What follows belongs to an exercise in optimizing a design on an open flow for small area; a production flow would make more cautious choices. Only simulation tests tie the RTL to the original design; equivalence was not proved. Power and IR drop assume default switching activity.

===== design/flow/constraint.sdc =====
create_clock -name core_clock -period 10.0 [get_ports {clk}]
set_input_delay 2.0000 -clock core_clock [delete_from_list [all_inputs] [get_ports {clk}]]
set_output_delay 2.0000 -clock core_clock [all_outputs]
set_load 0.01 [all_outputs]

===== design/flow/design.v =====
package data_memory_pkg;
    localparam int unsigned DefDataWidth = 32;
    localparam int unsigned DefDepth     = 64;
    localparam int unsigned DefAddrWidth = $clog2(DefDepth);
endpackage
module data_memory #(
    parameter int unsigned DATA_WIDTH = data_memory_pkg::DefDataWidth,
    parameter int unsigned DEPTH      = data_memory_pkg::DefDepth
) (
    input  logic                  clk,
    input  logic                  reset,
    input  logic                  Mem_read,
    input  logic                  Mem_write,
    input  logic [31:0]           addr,
    input  logic [DATA_WIDTH-1:0] write_data,
    output logic [DATA_WIDTH-1:0] Read_data
);
    localparam int unsigned AddrWidth = $clog2(DEPTH);
    logic [DATA_WIDTH-1:0] mem [DEPTH];
    logic                  in_range;
    logic [AddrWidth-1:0]  idx;
    assign in_range = (addr < 32'(DEPTH));
    assign idx      = addr[AddrWidth-1:0];
    always_ff @(posedge clk or negedge reset) begin
        if (!reset) begin
            for (int i = 0; i < int'(DEPTH); i++) begin
                mem[i] <= '0;
            end
        end else if (Mem_write && in_range) begin
            mem[idx] <= write_data;
        end
    end
    always_comb begin
        Read_data = '0;
        if (reset && Mem_read && in_range) begin
            Read_data = mem[idx];
        end
    end
endmodule

===== design/flow/run.sh =====
#!/bin/bash
# synth_recipe.tcl (not shown) runs the flow's synth.tcl, then flattens the netlist and writes it again
# the make line also repeats each setting of config.mk as NAME=value (left out here)
make -C /OpenROAD-flow-scripts/flow DESIGN_CONFIG=/design/flow/config.mk WORK_HOME=/design/flow/orfs CLKGATE_MAP_FILE= SYNTH_SCRIPT=/design/flow/synth_recipe.tcl finish

===== design/flow/config.mk =====
export PLATFORM = sky130hd
export DESIGN_NAME = data_memory
export DESIGN_NICKNAME = data_memory
export VERILOG_FILES = /design/flow/design.v
export SDC_FILE = /design/flow/constraint.sdc
export NUM_CORES = 4
export LEC_CHECK = 0
export CAP_MARGIN = 20
export CORE_MARGIN = 2
export CORE_UTILIZATION = 25
export SLEW_MARGIN = 20

==> results.txt, run 1 <==
Top reg by flops mem; proportion of power drawn by combinational gates 0.038; Slew Limit Headroom 0.120; Worst path most repeated cell buf_4; longest individual stage delay on the worst path roughly 1200 ps; post-layout util 0.292; required time of the critical path 8000 ps; number of detailed-route iterations in the first pass 6; full die area 0.367 sq mm; pre-CTS setup slack around 1200 ps; standard cell core area around 0.36 sq mm; min-delay worst type flip-flop to flip-flop; share of the cycle needed by the critical path after routing 0.910; Final Wtd Congestion 0.936; gate count of the mapped netlist 6582; clock network fraction of design power 0.482; Worst Hold Launch mem[40][5]; Layout Area Growth over Synthesis 16.4%; count of endpoints failing hold in the final timing report 0; cell depth of the worst flop-to-flop path 1; Avg Cell Area, Syn approximately 14 sq um; sink of the worst hold path mem[40][5]; number of flip-flops under the largest register name approximately 2000; global-route wire length before repair roughly 580 mm; count of filler cells inserted in the layout roughly 36000; final-layout worst hold slack a little under 500 ps; maximum clock rate around 0.11 GHz; area of all placed cells without fillers 0.105 sq mm; highest-delay cell along the critical path nor2_4; hold_buf cts 0; kind of capture point of the worst setup path output pin; run status timing/DRC/antenna clean; largest delay contributor family on the critical path simple AND/OR/NAND/NOR gates; Final Worst Setup Slack approximately 900 ps; unrepaired setup endpoints after global routing no; Setup Buffers After CTS 0; proportion of register bits with asynchronous set or reset after synthesis 1.00; count of clock tree sinks roughly 2000; post-cts repair resize count 0; Final Max Tran Viols 0; CTS tree yes; number of DRC violations after detailed-routing iteration 0 10500; Worst VDD drop 0.000156 V; total power divided by cell area around 160 mW/mm^2; residual DRC count 0; beginning of the worst register-to-register path mem[1][29]; layout cell share with drive strength beyond 1 0.426; Max H-tree Level 4; flip-flop and latch count after synthesis between 2000 and 2500; number of max-capacitance violations reported 0; data arrival at the endpoint of the critical path 7100 ps; critical path launch point type input port; slew at the pin closest to its max-slew limit around 1300 ps; largest registers in the final layout mem x2048; register-to-register setup slack between 9000 and 10000 ps; global route overflow 0; Port Buffers a little under 100; antenna violations before repair 40; Num CTS Buffers 213; Skew-Pair Late Insertion Delay slightly below 900 ps; critical path type input port to output pin; number of warnings reported in the yosys synthesis log 2; internal power summed over all cells around 13 mW; hold depth 1; post-placement cell area between 0.09 and 0.1 sq mm; synthesized cell area roughly 0.091 sq mm; peak fanout along the critical path 31; number of endpoints failing setup at the final stage 0; critical path buffer and inverter count 3; number of top-level pins 100; wire length per cell after detailed routing roughly 38 um; remaining antenna violation count after routing 0; maximum root-to-sink buffer count 3; largest net degree at the start of global routing approximately 170; Setup TNS Final 0 ps; number of synthesized flops with an enable pin 0; Post-synth top flop dfrtp_1; Via-to-Cell Ratio 5.90; worst reg2reg path endpoint mem[1][29]; Final min period between 9000 and 10000 ps; estimated wirelength of the detail-placed design around 260 mm; via total after detailed routing ~70000; number of global-route vias before repair around 66000; effective utilization at floorplan 0.251; # nets final 6619; net switching power of the design ~4 mW; worst-path cell chain buf_4, nand4bb_1, nor2_4, buf_4, a22oi_1, nand4_1, nor4_1, a31oi_1, clkdlybuf4s50_1; Root Driver clkbuf_16; proportion of synthesized chip area in sequential cells 0.566; overall track demand over capacity in global routing 0.231; die height 606 um; P_leak around 50 nW; Synthesized Nets roughly 6700; wire length after detailed routing around 430 mm; Net Sw Frac 0.239; sequential group share of total power 0.481; Levels on crit path 9; post-synthesis cell type count 72; Clock transition at path regs approximately 60 ps; clock tree skew after final layout 0 ps; Row Count approximately 220; die width 606 um
cell usage in the layout, fill, tap and decap left out, types with 18 or more instances in the layout:
master | Yosys | layout
nor2_4 | 1 | 35
nor2_1 | 50 | 23
mux2i_1 | 59 | 59
clkbuf_16 | 0 | 215
a31oi_1 | 26 | 26
buf_4 | 49 | 330
mux2_2 | 1980 | 1980
dfrtp_1 | 2048 | 2048
nand2_1 | 75 | 72
a32oi_1 | 36 | 36
clkbuf_8 | 0 | 56
nand3_1 | 53 | 53
nor3_2 | 19 | 24
and3_1 | 81 | 57
o21ai_0 | 36 | 36
diode_2 | 0 | 32
clkdlybuf4s50_1 | 0 | 60
a22o_1 | 76 | 76
nand4_1 | 137 | 137
mux2_1 | 112 | 112
buf_12 | 0 | 18
clkbuf_1 | 327 | 63
a221oi_1 | 36 | 36
nor3_1 | 61 | 35
a22oi_1 | 691 | 691
nor3_4 | 27 | 48
a21oi_1 | 55 | 55
clkinv_2 | 0 | 28
nor4_1 | 57 | 53
through the flow:
step	total power [mW]	instances
final	17.2	11600
after global routing	17.6	11500
after CTS	17.2	11500
after detailed placement	9.05	11100
after global placement	9.03	11100
after floorplan	8.63	6582
synthesized netlist by cell type, drive strengths merged, types with 53 or more instances:
cell / instances / area share
a22oi: 691 / 0.057
a21oi: 55 / 0.0030
nor4: 58 / 0.0041
a22o: 76 / 0.0073
buf: 365 / 0.021
nand2: 76 / 0.0032
mux2i: 59 / 0.0065
nor2: 60 / 0.0028
dfrtp: 2048 / 0.57
nor3: 107 / 0.010
mux2: 2092 / 0.26
and3: 82 / 0.0057
nand3: 53 / 0.0029
clkbuf: 327 / 0.014
nand4: 137 / 0.0095
final cells by class:
| cell class | count | area (sq um) | area share |
|---|---|---|---|
| sequential | 2048 | 51200 | 0.486 |
| clock buffer | 334 | 6390 | 0.0606 |
| antenna | 32 | 80.1 | 0.000759 |
| clock inverter | 61 | 848 | 0.00804 |
| timing repair buffer | 446 | 3980 | 0.0378 |
| inverter | 3 | 11.3 | 0.000107 |
| tap | 4794 | 6000 | 0.0569 |
| multi-input combinational | 3839 | 36900 | 0.350 |
power by group through the flow:
stage,Clock (mW),Sequential (mW),Combinational (mW)
3_3_place_gp,0,8.44,0.596
4_1_cts,8.30,8.29,0.614
3_5_place_dp,0,8.44,0.613
6_report,8.31,8.29,0.647
5_1_grt,8.66,8.28,0.660
2_1_floorplan,0,8.44,0.188
worst max-delay path by stage:
stage	from	endpoint	slack [ps]
2_1_floorplan	addr[5]	Read_data[6]	4020
3_3_place_gp	addr[3]	Read_data[17]	1250
3_5_place_dp	addr[3]	Read_data[17]	1200
4_1_cts	addr[3]	Read_data[17]	1200
5_1_grt	addr[2]	Read_data[20]	1130
6_report	addr[3]	Read_data[17]	900
layer usage:
layer  up-vias  routed length (um)  GRT usage
li1      24600                   -          -
met1     36300              158000      0.284
met2      5682              180000      0.329
met3      1625               60600     0.0912
met4        30               35800      0.164
met5         -                 204          0
cells by family (layout without fill, tap and decap cells):
group / Yosys count / after routing / synth area share
other cells: 0 / 32 / 0
mux: 2151 / 2151 / 0.267
flops: 2048 / 2048 / 0.566
buf+inv: 695 / 844 / 0.0350
compound gates: 1044 / 1044 / 0.0873
simple gates: 644 / 644 / 0.0452
==> run 2, diff against run 1 <==
--- a/design/flow/design.v
+++ b/design/flow/design.v
@@ -16,24 +16,92 @@
     output logic [DATA_WIDTH-1:0] Read_data
 );
     localparam int unsigned AddrWidth = $clog2(DEPTH);
-    logic [DATA_WIDTH-1:0] mem [DEPTH];
     logic                  in_range;
     logic [AddrWidth-1:0]  idx;
+    logic [DEPTH-1:0]      dec;
+    logic [DEPTH-1:0]      we;
+    logic [DEPTH-1:0]      we_n;
+    logic [DEPTH-1:0]      valid;
+    logic [DEPTH-1:0]      rsel;
+    logic [DATA_WIDTH-1:0] q [DEPTH];
     assign in_range = (addr < 32'(DEPTH));
     assign idx      = addr[AddrWidth-1:0];
+    always_comb begin
+        for (int i = 0; i < int'(DEPTH); i++) begin
+            dec[i] = (idx == AddrWidth'(i));
+        end
+    end
+    assign we   = {DEPTH{Mem_write & in_range}} & dec;
+    assign we_n = ~we;
     always_ff @(posedge clk or negedge reset) begin
         if (!reset) begin
-            for (int i = 0; i < int'(DEPTH); i++) begin
-                mem[i] <= '0;
-            end
-        end else if (Mem_write && in_range) begin
-            mem[idx] <= write_data;
+            valid <= '0;
+        end else begin
+            valid <= valid | we;
         end
     end
-    always_comb begin
-        Read_data = '0;
-        if (reset && Mem_read && in_range) begin
-            Read_data = mem[idx];
+    assign rsel = {DEPTH{Mem_read & in_range}} & dec & valid;
+    for (genvar w = 0; w < int'(DEPTH); w++) begin : g_word
+        for (genvar b = 0; b < int'(DATA_WIDTH); b++) begin : g_bit
+            data_memory_bit u_bit (
+                .clk  (clk),
+                .we   (we[w]),
+                .we_n (we_n[w]),
+                .wd   (write_data[b]),
+                .q    (q[w][b])
+            );
         end
     end
+    for (genvar b = 0; b < int'(DATA_WIDTH); b++) begin : g_rd
+        logic [DEPTH-1:0] col;
+        for (genvar w = 0; w < int'(DEPTH); w++) begin : g_col
+            assign col[w] = q[w][b];
+        end
+        data_memory_rdbit #(.DEPTH(DEPTH)) u_rd (
+            .sel (rsel),
+            .d   (col),
+            .y   (Read_data[b])
+        );
+    end
 endmodule
+module data_memory_bit (
+    input  logic clk,
+    input  logic we,
+    input  logic we_n,
+    input  logic wd,
+    output logic q
+);
+    always_ff @(posedge clk) begin
+        q <= (we & wd) | (we_n & q);
+    end
+endmodule
+module data_memory_rdbit #(
+    parameter int unsigned DEPTH = 64
+) (
+    input  logic [DEPTH-1:0] sel,
+    input  logic [DEPTH-1:0] d,
+    output logic             y
+);
+    localparam int unsigned Full   = DEPTH / 3;
+    localparam int unsigned Rest   = DEPTH % 3;
+    localparam int unsigned Groups = Full + (Rest != 0 ? 1 : 0);
+    logic [Groups-1:0] grp_n;
+    for (genvar g = 0; g < int'(Full); g++) begin : g_grp
+        data_memory_aoi3 u_aoi (
+            .s   (sel[3*g +: 3]),
+            .d   (d[3*g +: 3]),
+            .y_n (grp_n[g])
+        );
+    end
+    if (Rest != 0) begin : g_rest
+        assign grp_n[Groups-1] = ~|(sel[DEPTH-1 -: Rest] & d[DEPTH-1 -: Rest]);
+    end
+    assign y = ~&grp_n;
+endmodule
+module data_memory_aoi3 (
+    input  logic [2:0] s,
+    input  logic [2:0] d,
+    output logic       y_n
+);
+    assign y_n = ~|(s & d);
+endmodule
--- a/design/flow/config.mk
+++ b/design/flow/config.mk
@@ -9,3 +9,5 @@
 export CORE_MARGIN = 2
 export CORE_UTILIZATION = 25
 export SLEW_MARGIN = 20
+export SYNTH_HIERARCHICAL = 1
+export SYNTH_MINIMUM_KEEP_SIZE = 0
==> run 2 against run 1 <==
Compared with the run above: still clean on timing, DRC and antenna; clock-buffer cell count fell by 30; design area fell by 18%; global-route usage fell by 3.5 points; sequential power rose by 2%; first-iteration DRC count barely moved; total power fell by 3.0%; via count fell by 8.1%; clock power fell by 3.4%; clock skew did not move; sequential share of layout area rose by 0.44 points; die area fell by 21%; fmax rose by 3.3%; critical path type unchanged; highest routed layer unchanged.
==> results.txt, run 2 <==
run status timing/DRC/antenna clean; maximum root-to-sink buffer count 3; number of endpoints failing setup at the final stage 0; count of clock tree sinks between 2000 and 2500; Post-synth top flop dfxtp_1; hold depth 1; CTS tree yes; Row Count between 150 and 200; Worst VDD drop around 0.00019 V; kind of capture point of the worst setup path output pin; Slew Limit Headroom 0.231; hold_buf cts 0; maximum clock rate approximately 0.11 GHz; slew at the pin closest to its max-slew limit around 1200 ps; Port Buffers a little under 100; beginning of the worst register-to-register path valid[33]; wire length after detailed routing around 300 mm; remaining antenna violation count after routing 0; Clock transition at path regs 60 ps; proportion of register bits with asynchronous set or reset after synthesis 0.0303; area share of the largest cell type after synthesis 0.572; Top reg by flops g_word.g_bit.u_bit.q; peak fanout along the critical path 23; number of DRC violations after detailed-routing iteration 0 approximately 11000; effective utilization at floorplan 0.252; global route overflow 0; number of synthesized flops with an enable pin 0; register-to-register setup slack 9280 ps; proportion of synthesized chip area in sequential cells 0.594; number of global-route vias before repair 60500; # nets final slightly above 6000; count of endpoints failing hold in the final timing report 0; die height between 500 and 600 um; Via-to-Cell Ratio 6.26; number of max-capacitance violations reported 0; wire length per cell after detailed routing approximately 30 um; final-layout worst hold slack 464 ps; largest net degree at the start of global routing between 70 and 80; worst reg2reg path endpoint valid[33]; Final Max Tran Viols 0; flip-flop and latch count after synthesis 2112; estimated wirelength of the detail-placed design approximately 170 mm; post-cts repair resize count 0; most frequent cells after synthesis a22o_1, dfxtp_1, a222oi_1, nand2_1, nand4_1; number of flip-flops under the largest register name a little over 2000; Skew-Pair Late Insertion Delay ~910 ps; cell depth of the worst flop-to-flop path 1; final cell count without fillers 10000; required time of the critical path about 8000 ps; clock tree skew after final layout 0 ps; data arrival at the endpoint of the critical path around 6800 ps; Setup TNS Final 0 ps; worst setup path startpoint addr[3]; antenna violations before repair 19; critical path launch point type input port; post-synthesis cell type count 29; Root Driver clkbuf_16; overall track demand over capacity in global routing 0.196; die width ~540 um; standard cell core area 0.285 sq mm; min-delay worst type flip-flop to flip-flop; Final Wtd Congestion about 0.88; commonest cells after routing, fill and taps aside a22o_1, dfxtp_1, a222oi_1, buf_4, clkbuf_16; largest registers in the final layout g_word.g_bit.u_bit.q x2048, valid x64; via total after detailed routing between 60000 and 70000; Max H-tree Level 4; P_leak between 30 and 40 nW; number of detailed-route iterations in the first pass 10; cell count after placement a little under 10000; global-route wire length before repair around 430 mm; top cells by area in the synthesized netlist dfxtp_1, a22o_1, a222oi_1; Synthesized Nets between 5000 and 6000; layout cell share with drive strength beyond 1 0.128; critical path type input port to output pin; unrepaired setup endpoints after global routing no; Final min period between 8000 and 9000 ps; full die area ~0.29 sq mm; number of warnings reported in the yosys synthesis log 9; gate count of the mapped netlist 5586; timing endpoint of the critical path Read_data[23]; total power divided by cell area about 190 mW/mm^2; Layout Area Growth over Synthesis 21.1%; Num CTS Buffers 209; Setup Buffers After CTS 0; synthesized cell area about 0.072 sq mm; share of the cycle needed by the critical path after routing 0.882; number of top-level pins 100; cell taking the most area after synthesis dfxtp_1; Avg Cell Area, Syn around 13 sq um; residual DRC count 0
run 2: cell types whose count changed after synthesis, moves of 62 or more:
cell      change
a22oi_1     -691
a22o_1     +1972
clkbuf_1    -299
dfrtp_1    -1984
mux2_1      -112
mux2_2     -1980
nand2_1      +62
dfxtp_1    +2048
and3_1       -79
a31o_1       +64
a222oi_1    +657
buf_2       -213
run 2: worst max-delay path, stage by stage:
cell	delay [ps]
clkdlybuf4s50_1	690
buf_4	330
and4bb_2	370
nand2_1	120
nor3_2	40
buf_4	240
buf_4	270
a222oi_1	360
nand4_1	560
nor4_1	880
buf_4	250
nand2_1	130
clkdlybuf4s50_1	540
run 2: how the worst min path moves through the flow:
stage / from / endpoint / slack, ps
after floorplan: g_word[0].g_bit[0].u_bit.q / g_word[0].g_bit[0].u_bit.q / 440
after global placement: valid[7] / valid[7] / 450
after detailed placement: g_word[48].g_bit[8].u_bit.q / g_word[48].g_bit[8].u_bit.q / 450
after CTS: valid[46] / valid[46] / 470
after global routing: g_word[57].g_bit[27].u_bit.q / g_word[57].g_bit[27].u_bit.q / 480
final: valid[21] / valid[21] / 460
run 2: stage by stage:
| step | utilization | area, sq um | setup WS (ps) | total power, mW |
|---|---|---|---|---|
| CTS | 0.305 | 86900 | 1250 | 16.8 |
| finish | 0.305 | 86900 | 1180 | 16.7 |
| detailed placement | 0.280 | 79800 | 1250 | 8.87 |
| global route | 0.305 | 86900 | 1160 | 17.1 |
| floorplan | - | 71700 | 2720 | 8.63 |
| global placement | 0.280 | 79800 | 1190 | 8.86 |
run 2: where the power goes:
group / switching (mW) / internal [mW]
sequential: 0.0000000442 / 8.42
combinational: 0.231 / 0.0408
clock: 3.50 / 4.52
run 2: kinds of logic (layout without fill, tap and decap cells):
logic type,after synthesis,after routing,share of synthesized area
DFF,2112,2112,0.594
and+or+nand+nor,579,579,0.0454
AOI/OAI and AO/OA,2816,2816,0.355
other,0,5,0
buffers and inverters,79,738,0.00572
run 2: final cells by class:
class                   instances  area (sq um)
multi-input cells            3395         29500
clock inverters                72           968
repair buffers                362          2940
clock buffers                 304          6110
flip-flops and latches       2112         42600
diodes                          5          12.5
fillers                     28400        198000
well taps                    3762          4710
run 2: metal layers:
| metal | wire, um | vias to the layer above | global-route usage | share of wire |
|---|---|---|---|---|
| li1 | - | 25600 | - | - |
| met1 | 117000 | 31800 | 0.250 | 0.39 |
| met2 | 131000 | 4436 | 0.297 | 0.43 |
| met3 | 34400 | 817 | 0.0479 | 0.11 |
| met4 | 19400 | 16 | 0.119 | 0.064 |
| met5 | 124 | - | 0 | 0.00041 |
run 2: modules after synthesis (local to each module, per instance), excerpt:
module,times used,flops+latches
data_memory_bit,2048,1
data_memory_aoi3,672,0
data_memory,1,64
==> run 3, diff against run 2 <==
--- a/design/flow/design.v
+++ b/design/flow/design.v
@@ -16,31 +16,54 @@
     output logic [DATA_WIDTH-1:0] Read_data
 );
     localparam int unsigned AddrWidth = $clog2(DEPTH);
+    localparam int unsigned LoWidth   = AddrWidth / 2;
+    localparam int unsigned HiWidth   = AddrWidth - LoWidth;
+    localparam int unsigned LoCount   = 1 << LoWidth;
+    localparam int unsigned HiCount   = 1 << HiWidth;
     logic                  in_range;
-    logic [AddrWidth-1:0]  idx;
-    logic [DEPTH-1:0]      dec;
+    logic                  wr_en;
+    logic                  rd_en;
+    logic [LoWidth-1:0]    lo_idx;
+    logic [HiWidth-1:0]    hi_idx;
+    logic [LoCount-1:0]    lo_wr;
+    logic [LoCount-1:0]    lo_wr_n;
+    logic [LoCount-1:0]    lo_rd;
+    logic [HiCount-1:0]    hi;
+    logic [HiCount-1:0]    hi_n;
     logic [DEPTH-1:0]      we;
     logic [DEPTH-1:0]      we_n;
-    logic [DEPTH-1:0]      valid;
     logic [DEPTH-1:0]      rsel;
     logic [DATA_WIDTH-1:0] q [DEPTH];
     assign in_range = (addr < 32'(DEPTH));
-    assign idx      = addr[AddrWidth-1:0];
+    assign wr_en    = Mem_write & in_range;
+    assign rd_en    = Mem_read & in_range;
+    assign lo_idx   = addr[LoWidth-1:0];
+    assign hi_idx   = addr[AddrWidth-1:LoWidth];
     always_comb begin
-        for (int i = 0; i < int'(DEPTH); i++) begin
-            dec[i] = (idx == AddrWidth'(i));
+        for (int i = 0; i < int'(LoCount); i++) begin
+            lo_wr[i]   = wr_en & (lo_idx == LoWidth'(i));
+            lo_wr_n[i] = ~lo_wr[i];
+            lo_rd[i]   = rd_en & (lo_idx == LoWidth'(i));
+        end
+        for (int i = 0; i < int'(HiCount); i++) begin
+            hi[i]   = (hi_idx == HiWidth'(i));
+            hi_n[i] = ~hi[i];
         end
     end
-    assign we   = {DEPTH{Mem_write & in_range}} & dec;
-    assign we_n = ~we;
-    always_ff @(posedge clk or negedge reset) begin
-        if (!reset) begin
-            valid <= '0;
-        end else begin
-            valid <= valid | we;
-        end
+    for (genvar w = 0; w < int'(DEPTH); w++) begin : g_ctl
+        data_memory_ctl u_ctl (
+            .clk     (clk),
+            .reset   (reset),
+            .lo_wr   (lo_wr[w % LoCount]),
+            .lo_wr_n (lo_wr_n[w % LoCount]),
+            .lo_rd   (lo_rd[w % LoCount]),
+            .hi      (hi[w / LoCount]),
+            .hi_n    (hi_n[w / LoCount]),
+            .we      (we[w]),
+            .we_n    (we_n[w]),
+            .rsel    (rsel[w])
+        );
     end
-    assign rsel = {DEPTH{Mem_read & in_range}} & dec & valid;
     for (genvar w = 0; w < int'(DEPTH); w++) begin : g_word
         for (genvar b = 0; b < int'(DATA_WIDTH); b++) begin : g_bit
             data_memory_bit u_bit (
@@ -63,6 +86,30 @@
             .y   (Read_data[b])
         );
     end
+endmodule
+module data_memory_ctl (
+    input  logic clk,
+    input  logic reset,
+    input  logic lo_wr,
+    input  logic lo_wr_n,
+    input  logic lo_rd,
+    input  logic hi,
+    input  logic hi_n,
+    output logic we,
+    output logic we_n,
+    output logic rsel
+);
+    logic valid;
+    assign we   = ~(lo_wr_n | hi_n);
+    assign we_n = ~(lo_wr & hi);
+    always_ff @(posedge clk or negedge reset) begin
+        if (!reset) begin
+            valid <= 1'b0;
+        end else begin
+            valid <= valid | we;
+        end
+    end
+    assign rsel = lo_rd & hi & valid;
 endmodule
 module data_memory_bit (
     input  logic clk,
--- a/design/flow/config.mk
+++ b/design/flow/config.mk
@@ -7,7 +7,8 @@
 export LEC_CHECK = 0
 export CAP_MARGIN = 20
 export CORE_MARGIN = 2
-export CORE_UTILIZATION = 25
+export CORE_UTILIZATION = 50
+export CTS_BUF_LIST = sky130_fd_sc_hd__clkbuf_8
 export SLEW_MARGIN = 20
 export SYNTH_HIERARCHICAL = 1
 export SYNTH_MINIMUM_KEEP_SIZE = 0
==> run 3 against run 2 <==
Compared with the run above: still clean; worst setup slack got worse by 600 ps; clock power fell by 5.9%; via count fell by 1.4%; design area fell by 4.0%; wire length fell by 2.3%; critical path type unchanged.
==> results.txt, run 3 <==
run status timing/DRC/antenna clean; residual DRC count 0; number of global-route vias before repair approximately 58000; number of DRC violations after detailed-routing iteration 0 roughly 11000; most frequent cells after synthesis a22o_1, dfxtp_1, a222oi_1, nand2_1, nand4_1; Post-synth top flop dfxtp_1; standard cell core area 0.141 sq mm; Setup TNS Final 0 ps; Synthesized Nets ~5500; Worst VDD drop around 0.00015 V; pre-CTS setup slack about 870 ps; effective utilization at floorplan 0.502; hold_buf cts 0; Via-to-Cell Ratio 7.43; Num CTS Buffers 352; estimated wirelength of the detail-placed design about 170 mm; Slew Limit Headroom 0.205; Max H-tree Level 5; top cells by area in the synthesized netlist dfxtp_1, a22o_1, a222oi_1; proportion of register bits with asynchronous set or reset after synthesis 0.0303; global-route track usage on met1 0.547; global-route wire length before repair 421 mm; wire length per cell after detailed routing around 35 um; GRT met3 Usage 0.0999; die height roughly 380 um; Avg Cell Area, Syn approximately 13 sq um; unrepaired setup endpoints after global routing no; data arrival at the endpoint of the critical path ~7400 ps; largest net degree at the start of global routing 65; global route overflow 0; flip-flop and latch count after synthesis approximately 2100; proportion of synthesized chip area in sequential cells 0.602; layout cell share with drive strength beyond 1 0.146; Port Buffers slightly below 100; full die area approximately 0.14 sq mm; gate count of the mapped netlist 5455; synthesized cell area about 0.071 sq mm; post-synthesis cell type count 24; number of endpoints failing setup at the final stage 0; count of endpoints failing hold in the final timing report 0; kind of capture point of the worst setup path output pin; critical path launch point type input port; post-cts repair resize count 0; Clock transition at path regs 50 ps; largest registers in the final layout g_word.g_bit.u_bit.q x2048, g_ctl.u_ctl.valid x64; critical path type input port to output pin; required time of the critical path around 8000 ps; maximum root-to-sink buffer count 4; antenna violations before repair 9; commonest cells after routing, fill and taps aside a22o_1, dfxtp_1, a222oi_1, clkbuf_8, buf_4; number of flip-flops under the largest register name 2048; Final Worst Setup Slack ~590 ps; Final Wtd Congestion between 0.8 and 0.9; # nets final around 6300; Setup Buffers After CTS 0; Row Count between 100 and 150; total power divided by cell area 195 mW/mm^2; Final Max Tran Viols 0; count of filler cells inserted in the layout about 12000; die width 380 um; Layout Area Growth over Synthesis 18.0%; number of max-capacitance violations reported 0; via total after detailed routing a little over 60000; number of synthesized flops with an enable pin 0; Skew-Pair Late Insertion Delay around 1000 ps; min-delay worst type flip-flop to flip-flop; slew at the pin closest to its max-slew limit roughly 1200 ps; number of warnings reported in the yosys synthesis log 10; CTS tree yes; maximum clock rate 0.106 GHz; Top reg by flops g_word.g_bit.u_bit.q; GR Util met2 0.553; count of clock tree sinks between 2000 and 2500; remaining antenna violation count after routing 0; busiest metal layer after global routing met2; Final min period roughly 9400 ps; number of detailed-route iterations in the first pass 10; Root Driver clkbuf_8; overall track demand over capacity in global routing 0.390; P_leak roughly 33 nW; peak fanout along the critical path 15; cell taking the most area after synthesis dfxtp_1; area share of the largest cell type after synthesis 0.580; number of top-level pins 100; share of the cycle needed by the critical path after routing 0.941; clock tree skew after final layout 0 ps; wire length after detailed routing a little under 300 mm
==> run 3: changes by cell type after synthesis, sizes merged, moves of 61 or more <==
cell    before  now
nor3       128    0
a31o        64    0
nor2         3   67
o21bai       0   64
and3         2   64
nand3      102   41
==> run 3: power breakdown <==
part | internal, mW | total, mW | switching, mW
Sequential | 8.42 | 8.42 | 0.0000000329
Clock | 4.09 | 7.56 | 3.46
Combinational | 0.0389 | 0.282 | 0.243
Total | 12.5 | 16.3 | 3.71
==> run 3: path summary, 6_finish.rpt <==
check	from	to	slack (ps)	depth (start not counted)
min in group asynchronous	reset	g_ctl[17].u_ctl.valid	1230	2
max	addr[6]	Read_data[0]	590	14
min	g_word[61].g_bit[23].u_bit.q	g_word[61].g_bit[23].u_bit.q	470	1
min reg2reg	g_word[61].g_bit[23].u_bit.q	g_word[61].g_bit[23].u_bit.q	470	1
max reg2reg	g_ctl[34].u_ctl.valid	g_ctl[34].u_ctl.valid	9290	1
max in group asynchronous	reset	g_ctl[43].u_ctl.valid	8130	2
==> run 3: Yosys stat by module (local to each module, per instance), excerpt <==
module            area [sq um]  cells  copies in the design  flops+latches
data_memory_ctl           46.3      5                    64              1
data_memory_bit           28.8      2                  2048              1
data_memory                453     79                     1              0
data_memory_aoi3          10.0      1                   672              0
==> run 3: cell type report <==
class / instances / area, sq um / share of cell area
Sequential cell: 2112 / 42600 / 0.511
Multi-Input combinational cell: 3328 / 28500 / 0.342
Clock buffer: 441 / 6070 / 0.0727
Timing Repair Buffer: 380 / 3050 / 0.0366
Tap cell: 1890 / 2360 / 0.0283
Clock inverter: 148 / 786 / 0.00942
Inverter: 8 / 30.0 / 0.000360
Antenna cell: 3 / 7.51 / 0.0000900
==> run 3: worst max-delay path: stages <==
cell	delay (ps)
clkdlybuf4s50_1	520
nor4_1	60
nand2_1	620
buf_4	340
nor4_2	70
buf_4	220
and3_1	330
buf_4	280
a222oi_1	880
nand4_1	450
nor4_2	820
buf_4	220
nand2_1	60
clkdlybuf4s50_1	490
==> run 3: through the flow <==
stage                util  std cells  total power, mW  hold slack (ps)  cell area, sq um
finish              0.592       8310             16.3              466             83400
detailed placement  0.543       7718             8.87              452             76600
CTS                 0.592       8307             16.3              468             83400
floorplan               -       5455             8.63              435             70700
global route        0.592       8308             16.7              477             83400
global placement    0.543       7718             8.87              450             76600
==> run 3: cell families (layout without fill, tap and decap cells) <==
logic type / Yosys count / after routing / synth area share
and+or+nand+nor: 512 / 512 / 0.0377
buffers and inverters: 15 / 977 / 0.000955
other: 0 / 3 / 0
DFF: 2112 / 2112 / 0.602
AOI/OAI and AO/OA: 2816 / 2816 / 0.359
==> run 3: layer usage <==
| metal | up-vias | wire [um] |
|---|---|---|
| met1 | 30900 | 119000 |
| met4 | 10 | 15800 |
| li1 | 25600 | - |
| met5 | - | 64 |
| met3 | 705 | 38000 |
| met2 | 4579 | 122000 |
==> run 4, diff against run 3 <==
--- a/design/flow/config.mk
+++ b/design/flow/config.mk
@@ -9,6 +9,8 @@
 export CORE_MARGIN = 2
 export CORE_UTILIZATION = 50
 export CTS_BUF_LIST = sky130_fd_sc_hd__clkbuf_8
+export CTS_CLUSTER_DIAMETER = 60
+export CTS_CLUSTER_SIZE = 16
 export SLEW_MARGIN = 20
 export SYNTH_HIERARCHICAL = 1
 export SYNTH_MINIMUM_KEEP_SIZE = 0
==> run 4 against run 3 <==
Compared with the run above: area after synthesis unchanged; largest cell class unchanged; worst setup slack worse by 19 ps; fmax down 0.20%; global-route usage down 0.51 points; final cell count down 4.4%; sequential share of layout area up 2.6 points; via count down 3.0%; combinational power about the same; flip-flop and latch count unchanged; still clean; total power down 18%; critical path depth down 2; synthesized cell count unchanged; critical path type unchanged.
==> results.txt, run 4 <==
Post-synth top flop dfxtp_1; most frequent cells after synthesis a22o_1, dfxtp_1, a222oi_1, nand2_1, nand4_1; pre-CTS setup slack 869 ps; Row Count around 140; Via-to-Cell Ratio between 7 and 8; wire length after detailed routing 291 mm; Final Max Tran Viols 0; peak fanout along the critical path 17; Layout Area Growth over Synthesis 12.3%; Final min period approximately 9400 ps; min-delay worst type flip-flop to flip-flop; effective utilization at floorplan 0.502; global-route wire length before repair 414 mm; number of global-route vias before repair approximately 56000; maximum root-to-sink buffer count 3; Setup TNS Final 0 ps; layout cell share with drive strength beyond 1 0.109; cell taking the most area after synthesis dfxtp_1; wire length per cell after detailed routing around 37 um; worst setup path startpoint addr[3]; number of DRC violations after detailed-routing iteration 0 10700; number of top-level pins 100; critical path launch point type input port; Synthesized Nets between 5000 and 6000; Worst VDD drop 0.000150 V; die width about 380 um; beginning of the worst register-to-register path g_ctl[7].u_ctl.valid; unrepaired setup endpoints after global routing no; synthesized cell area slightly above 0.07 sq mm; Root Driver clkbuf_8; Slew Limit Headroom 0.223; Worst Hold Launch g_word[61].g_bit[23].u_bit.q; Top reg by flops g_word.g_bit.u_bit.q; estimated wirelength of the detail-placed design approximately 170 mm; standard cell core area ~0.14 sq mm; data arrival at the endpoint of the critical path about 7400 ps; Max H-tree Level 4; number of endpoints failing setup at the final stage 0; die height roughly 380 um; number of warnings reported in the yosys synthesis log 10; number of synthesized flops with an enable pin 0; Final Wtd Congestion around 0.90; residual DRC count 0; run status timing/DRC/antenna clean; largest net degree at the start of global routing 65; hold_buf cts 0; proportion of register bits with asynchronous set or reset after synthesis 0.0303; kind of capture point of the worst setup path output pin; number of flip-flops under the largest register name around 2000; largest registers in the final layout g_word.g_bit.u_bit.q x2048, g_ctl.u_ctl.valid x64; clock tree skew after final layout 0 ps; Clock transition at path regs ~100 ps; maximum clock rate around 0.11 GHz; Avg Cell Area, Syn ~13 sq um; Final Worst Setup Slack ~570 ps; critical path type input port to output pin; share of the cycle needed by the critical path after routing 0.943; CTS tree yes; flip-flop and latch count after synthesis roughly 2100; overall track demand over capacity in global routing 0.384; proportion of synthesized chip area in sequential cells 0.602; antenna violations before repair 10; number of detailed-route iterations in the first pass 11; remaining antenna violation count after routing 0; global route overflow 0; via total after detailed routing between 50000 and 60000; Skew-Pair Late Insertion Delay about 960 ps; count of endpoints failing hold in the final timing report 0; Setup Buffers After CTS 0; full die area 0.144 sq mm; area share of the largest cell type after synthesis 0.580; slew at the pin closest to its max-slew limit 1170 ps; P_leak about 30 nW; post-cts repair resize count 0; Num CTS Buffers around 160; post-synthesis cell type count 24; # nets final about 6100; required time of the critical path 8000 ps; count of clock tree sinks 2112; total power divided by cell area 168 mW/mm^2; top cells by area in the synthesized netlist dfxtp_1, a22o_1, a222oi_1; number of max-capacitance violations reported 0; gate count of the mapped netlist about 5500; commonest cells after routing, fill and taps aside a22o_1, dfxtp_1, a222oi_1, buf_4, clkbuf_8; Port Buffers 99
==> run 4: cell counts after synthesis <==
No cell type changed its count.
==> run 4: critical path, cell delays in order <==
cell,delay [ps]
clkdlybuf4s50_1,530
nand2_1,110
or2_2,490
inv_1,480
and3_1,470
buf_4,280
a222oi_1,860
nand4_1,430
nor4_2,860
buf_4,240
nand2_1,110
clkdlybuf4s50_1,530
==> run 4: path summary, 6_finish.rpt <==
kind / endpoint / slack [ps] / cells after the start
worst max-delay path: Read_data[27] / 570 / 12
worst min-delay path: g_word[61].g_bit[23].u_bit.q / 480 / 1
worst max register to register: g_ctl[7].u_ctl.valid / 9290 / 1
worst min register to register: g_word[61].g_bit[23].u_bit.q / 480 / 1
max in group asynchronous: g_ctl[29].u_ctl.valid / 8110 / 2
min in group asynchronous: g_ctl[2].u_ctl.valid / 1290 / 2
==> run 4: cell type report <==
type	count	area [sq um]
antenna	5	12.5
clock buffer	180	2480
clock inverter	39	375
fill	11800	61500
inverter	8	30.0
multi-input combinational	3328	28500
sequential	2112	42600
tap	1890	2360
timing repair buffer	380	3050
==> run 4: kinds of logic after synthesis <==
group,Yosys count,synth area share
AO/OA/AOI/OAI,2816,0.359
flip-flops,2112,0.602
AND/OR/NAND/NOR,512,0.0377
buffers and inverters,15,0.000955
==> run 4: power by group <==
part,switching (mW),total (mW),internal (mW)
combinational,0.243,0.282,0.0389
sequential,0.0000000327,8.41,8.41
clock,2.83,4.63,1.79
total,3.08,13.3,10.2
==> run 4: routing by layer <==
layer / share of wire / GRT usage / vias up
li1: - / - / 25000
met1: 0.40 / 0.539 / 30100
met2: 0.41 / 0.543 / 4262
met3: 0.13 / 0.105 / 614
met4: 0.055 / 0.191 / 6
met5: 0.00013 / 0 / -
==> run 4: per-stage QoR <==
| step | hold slack (ps) | instances | total power, mW | utilization | instance area, sq um |
|---|---|---|---|---|---|
| after floorplan | 435 | 5455 | 8.63 | - | 70700 |
| after global placement | 450 | 7718 | 8.87 | 0.543 | 76600 |
| after detailed placement | 452 | 7718 | 8.87 | 0.543 | 76600 |
| after CTS | 478 | 7937 | 13.3 | 0.564 | 79400 |
| after global routing | 488 | 7941 | 13.7 | 0.564 | 79400 |
| final | 476 | 7942 | 13.3 | 0.564 | 79400 |
==> run 4: Yosys stat by module, one instance, submodules excluded, a selection <==
module	area (sq um)	cells	flip-flops and latches	copies in the design
data_memory_bit	28.8	2	1	2048
data_memory	453	79	0	1
data_memory_aoi3	10.0	1	0	672
data_memory_ctl	46.3	5	1	64
==> run 5, diff against run 4 <==
--- a/design/flow/design.v
+++ b/design/flow/design.v
@@ -26,13 +26,11 @@
     logic [LoWidth-1:0]    lo_idx;
     logic [HiWidth-1:0]    hi_idx;
     logic [LoCount-1:0]    lo_wr;
-    logic [LoCount-1:0]    lo_wr_n;
     logic [LoCount-1:0]    lo_rd;
     logic [HiCount-1:0]    hi;
-    logic [HiCount-1:0]    hi_n;
-    logic [DEPTH-1:0]      we;
-    logic [DEPTH-1:0]      we_n;
-    logic [DEPTH-1:0]      rsel;
+    logic [1:0]            we   [DEPTH];
+    logic [1:0]            we_n [DEPTH];
+    logic [1:0]            rsel [DEPTH];
     logic [DATA_WIDTH-1:0] q [DEPTH];
     assign in_range = (addr < 32'(DEPTH));
     assign wr_en    = Mem_write & in_range;
@@ -42,12 +40,10 @@
     always_comb begin
         for (int i = 0; i < int'(LoCount); i++) begin
             lo_wr[i]   = wr_en & (lo_idx == LoWidth'(i));
-            lo_wr_n[i] = ~lo_wr[i];
             lo_rd[i]   = rd_en & (lo_idx == LoWidth'(i));
         end
         for (int i = 0; i < int'(HiCount); i++) begin
             hi[i]   = (hi_idx == HiWidth'(i));
-            hi_n[i] = ~hi[i];
         end
     end
     for (genvar w = 0; w < int'(DEPTH); w++) begin : g_ctl
@@ -55,10 +51,8 @@
             .clk     (clk),
             .reset   (reset),
             .lo_wr   (lo_wr[w % LoCount]),
-            .lo_wr_n (lo_wr_n[w % LoCount]),
             .lo_rd   (lo_rd[w % LoCount]),
             .hi      (hi[w / LoCount]),
-            .hi_n    (hi_n[w / LoCount]),
             .we      (we[w]),
             .we_n    (we_n[w]),
             .rsel    (rsel[w])
@@ -68,8 +62,8 @@
         for (genvar b = 0; b < int'(DATA_WIDTH); b++) begin : g_bit
             data_memory_bit u_bit (
                 .clk  (clk),
-                .we   (we[w]),
-                .we_n (we_n[w]),
+                .we   (we[w][b / (DATA_WIDTH / 2)]),
+                .we_n (we_n[w][b / (DATA_WIDTH / 2)]),
                 .wd   (write_data[b]),
                 .q    (q[w][b])
             );
@@ -77,38 +71,59 @@
     end
     for (genvar b = 0; b < int'(DATA_WIDTH); b++) begin : g_rd
         logic [DEPTH-1:0] col;
+        logic [DEPTH-1:0] sel;
         for (genvar w = 0; w < int'(DEPTH); w++) begin : g_col
             assign col[w] = q[w][b];
+            assign sel[w] = rsel[w][b / (DATA_WIDTH / 2)];
         end
         data_memory_rdbit #(.DEPTH(DEPTH)) u_rd (
-            .sel (rsel),
+            .sel (sel),
             .d   (col),
             .y   (Read_data[b])
         );
     end
 endmodule
 module data_memory_ctl (
-    input  logic clk,
-    input  logic reset,
+    input  logic       clk,
+    input  logic       reset,
+    input  logic       lo_wr,
+    input  logic       lo_rd,
+    input  logic       hi,
+    output logic [1:0] we,
+    output logic [1:0] we_n,
+    output logic [1:0] rsel
+);
+    logic valid;
+    always_ff @(posedge clk or negedge reset) begin
+        if (!reset) begin
+            valid <= 1'b0;
+        end else begin
+            valid <= valid | we[0];
+        end
+    end
+    for (genvar h = 0; h < 2; h++) begin : g_half
+        data_memory_sel u_sel (
+            .lo_wr   (lo_wr),
+            .lo_rd   (lo_rd),
+            .hi      (hi),
+            .valid   (valid),
+            .we      (we[h]),
+            .we_n    (we_n[h]),
+            .rsel    (rsel[h])
+        );
+    end
+endmodule
+module data_memory_sel (
     input  logic lo_wr,
-    input  logic lo_wr_n,
     input  logic lo_rd,
     input  logic hi,
-    input  logic hi_n,
+    input  logic valid,
     output logic we,
     output logic we_n,
     output logic rsel
 );
-    logic valid;
-    assign we   = ~(lo_wr_n | hi_n);
+    assign we   = lo_wr & hi;
     assign we_n = ~(lo_wr & hi);
-    always_ff @(posedge clk or negedge reset) begin
-        if (!reset) begin
-            valid <= 1'b0;
-        end else begin
-            valid <= valid | we;
-        end
-    end
     assign rsel = lo_rd & hi & valid;
 endmodule
 module data_memory_bit (
--- a/design/flow/config.mk
+++ b/design/flow/config.mk
@@ -7,7 +7,7 @@
 export LEC_CHECK = 0
 export CAP_MARGIN = 20
 export CORE_MARGIN = 2
-export CORE_UTILIZATION = 50
+export CORE_UTILIZATION = 70
 export CTS_BUF_LIST = sky130_fd_sc_hd__clkbuf_8
 export CTS_CLUSTER_DIAMETER = 60
 export CTS_CLUSTER_SIZE = 16
==> run 5 against run 4 <==
Compared with the run above: sequential share of layout area up 1.1 points; final cell count is 7.1% lower; flip-flop and latch count stayed put; wire length decreased by 15%; clock skew stayed put; fmax grew 3.4%; global-route usage rose by 6.4 points; design area fell by 2.1%; area after synthesis grew 1.8%; worst setup slack better by 310 ps; critical path depth stayed put; highest routed layer unchanged; die area decreased by 27%.
==> results.txt, run 5 <==
largest registers in the final layout g_word.g_bit.u_bit.q x2048, g_ctl.u_ctl.valid x64; CTS tree yes; full die area between 0.1 and 0.15 sq mm; unrepaired setup endpoints after global routing no; Avg Cell Area, Syn between 10 and 15 sq um; synthesized cell area between 0.07 and 0.08 sq mm; peak fanout along the critical path 16; flip-flop and latch count after synthesis about 2100; wire length per cell after detailed routing approximately 34 um; kind of capture point of the worst setup path output pin; standard cell core area 0.102 sq mm; maximum clock rate around 0.11 GHz; Layout Area Growth over Synthesis 8.09%; number of global-route vias before repair between 50000 and 60000; Clock transition at path regs about 100 ps; Row Count 117; Setup Buffers After CTS 0; Worst Hold Launch g_word[61].g_bit[17].u_bit.q; effective utilization at floorplan 0.706; Port Buffers 99; Final Wtd Congestion around 0.93; share of the cycle needed by the critical path after routing 0.912; final cell count without fillers around 7400; post-synthesis cell type count 23; count of endpoints failing hold in the final timing report 0; gate count of the mapped netlist around 5600; Sequential cell area 0.0426 sq mm; Total Power Consumption between 10 and 15 mW; estimated wirelength of the detail-placed design 148 mm; cell count after placement 7165; global-route wire length before repair 367 mm; clock tree skew after final layout 0 ps; total power divided by cell area 166 mW/mm^2; P_leak 30.0 nW; beginning of the worst register-to-register path g_ctl[9].u_ctl.valid; global route overflow 0; layout cell share with drive strength beyond 1 0.0738; Post-synth top flop dfxtp_1; Synthesized Nets 5696; proportion of synthesized chip area in sequential cells 0.592; Root Driver clkbuf_8; hold_buf cts 0; area of all placed cells without fillers between 0.07 and 0.08 sq mm; antenna violations before repair 12; Final Max Tran Viols 0; post-cts repair resize count 0; Top reg by flops g_word.g_bit.u_bit.q; number of DRC violations after detailed-routing iteration 0 around 14000; Final Worst Setup Slack 881 ps; Final min period a little over 9000 ps; Slew Limit Headroom 0.199; proportion of register bits with asynchronous set or reset after synthesis 0.0303; cell taking the most area after synthesis dfxtp_1; maximum root-to-sink buffer count 3; die width approximately 320 um; Skew-Pair Late Insertion Delay around 900 ps; die height around 320 um; data arrival at the endpoint of the critical path approximately 7100 ps; most frequent cells after synthesis a22o_1, dfxtp_1, a222oi_1, nand2_1, nand4_1; min-delay worst type flip-flop to flip-flop; Setup TNS Final 0 ps; final-layout worst hold slack ~480 ps; required time of the critical path approximately 8000 ps; number of detailed-route iterations in the first pass 10; number of flip-flops under the largest register name about 2000; slew at the pin closest to its max-slew limit between 1000 and 1500 ps; number of max-capacitance violations reported 0; number of synthesized flops with an enable pin 0; remaining antenna violation count after routing 0; number of warnings reported in the yosys synthesis log 13; area share of the largest cell type after synthesis 0.570; number of endpoints failing setup at the final stage 0; overall track demand over capacity in global routing 0.448; wire length after detailed routing between 200 and 250 mm; largest net degree at the start of global routing 65; worst setup path startpoint addr[9]; Via-to-Cell Ratio roughly 8.3; Max H-tree Level 4; commonest cells after routing, fill and taps aside a22o_1, dfxtp_1, a222oi_1, nand2_1, clkbuf_8; residual DRC count 0; post-layout util 0.764; # nets final about 6000; Worst VDD drop around 0.00018 V; top cells by area in the synthesized netlist dfxtp_1, a22o_1, a222oi_1; post-placement cell area roughly 0.075 sq mm; Num CTS Buffers around 150; critical path type input port to output pin; count of filler cells inserted in the layout between 6000 and 7000; count of clock tree sinks 2112; critical path launch point type input port; via total after detailed routing between 60000 and 70000; run status timing/DRC/antenna clean; area of the multi-input gates slightly below 0.03 sq mm; pre-CTS setup slack 1120 ps; number of top-level pins 100
## run 5: Yosys stat by module (local to each module, per instance), excerpt
module / cells inside / times used
data_memory_sel: 3 / 128
data_memory_ctl: 2 / 64
data_memory_aoi3: 1 / 672
data_memory: 60 / 1
data_memory_bit: 2 / 2048
## run 5: path summary, 6_finish.rpt
path                                                      to  slack [ps]  cells after the start
worst min register to register  g_word[61].g_bit[17].u_bit.q         480                      1
worst min-delay path            g_word[61].g_bit[17].u_bit.q         480                      1
worst max-delay path                            Read_data[6]         880                     12
min in group asynchronous              g_ctl[58].u_ctl.valid        1010                      1
worst max register to register          g_ctl[9].u_ctl.valid        9000                      1
max in group asynchronous              g_ctl[16].u_ctl.valid        7850                      2
## run 5: routing by layer
metal,GRT usage,wire length (um)
met1,0.635,93000
met5,0,93
met2,0.628,102000
met4,0.247,16000
met3,0.113,36400
## run 5: area by class of cell
| class | count | area share |
|---|---|---|
| clock inverter | 41 | 0.00302 |
| multi-input combinational | 3511 | 0.380 |
| tap | 1368 | 0.0220 |
| timing repair buffer | 175 | 0.0182 |
| antenna | 5 | 0.000161 |
| clock buffer | 164 | 0.0290 |
| sequential | 2112 | 0.548 |
## run 5: logic make-up (layout without fill, tap and decap cells)
family / count (synthesis) / in the layout / synth area share
compound gates: 2752 / 2752 / 0.346
flops: 2112 / 2112 / 0.592
simple gates: 759 / 759 / 0.0616
buf+inv: 5 / 380 / 0.000591
other cells: 0 / 5 / 0
## run 5: worst max-delay path, stage by stage
cell and delay [ps]:
clkdlybuf4s50_1 460, nor4_1 50, nand2_1 700, buf_4 320
nor4_4 60, buf_4 270, and3_1 470, a222oi_1 590
nand3_1 350, nor4_1 980, nand2_1 260, clkdlybuf4s50_1 570
## run 5: power breakdown
part | internal, mW | total (mW) | switching, mW
Sequential | 8.41 | 8.41 | 0.0000000399
Combinational | 0.0423 | 0.279 | 0.237
Clock | 1.56 | 4.22 | 2.65
Total | 10.0 | 12.9 | 2.89

-- static timing again, ports no longer ideal --
In the flow no input, the clock included, has a driving cell. The finished layouts below were timed again as built, in two steps. Step 1, drivers: a clkbuf_16 drives clk and a buf_2 each remaining input, both assumed. Step 2 moves the port delays by t, midway between the first and last clock arrival at a register: inputs arrive t later, outputs are due t later. That takes back most of the time a late clock gives input paths. a / b / c = no drivers / after step 1 / after step 2; a / b = the first two.
run	shift t [ns]	setup WS [ns]	worst setup path at the end	worst register clock-pin slew, ns	cell pins on the clock port's net
run 1	0.977	0.897 / 0.813 / 0.813	input to output	0.07 / 0.07	1
run 2	0.962	1.184 / 0.977 / 0.977	input to output	0.07 / 0.07	1
run 3	1.081	0.587 / 0.563 / 0.563	input to output	0.07 / 0.07	1
run 4	1.030	0.568 / 0.544 / 0.544	input to output	0.11 / 0.11	1
run 5	0.980	0.881 / 0.847 / 0.847	input to output	0.11 / 0.11	1
After both steps every run listed still meets setup and hold. The setup slack of run 2, which loses most, moves by -0.207 ns with the drivers and by -0.207 ns with both steps.
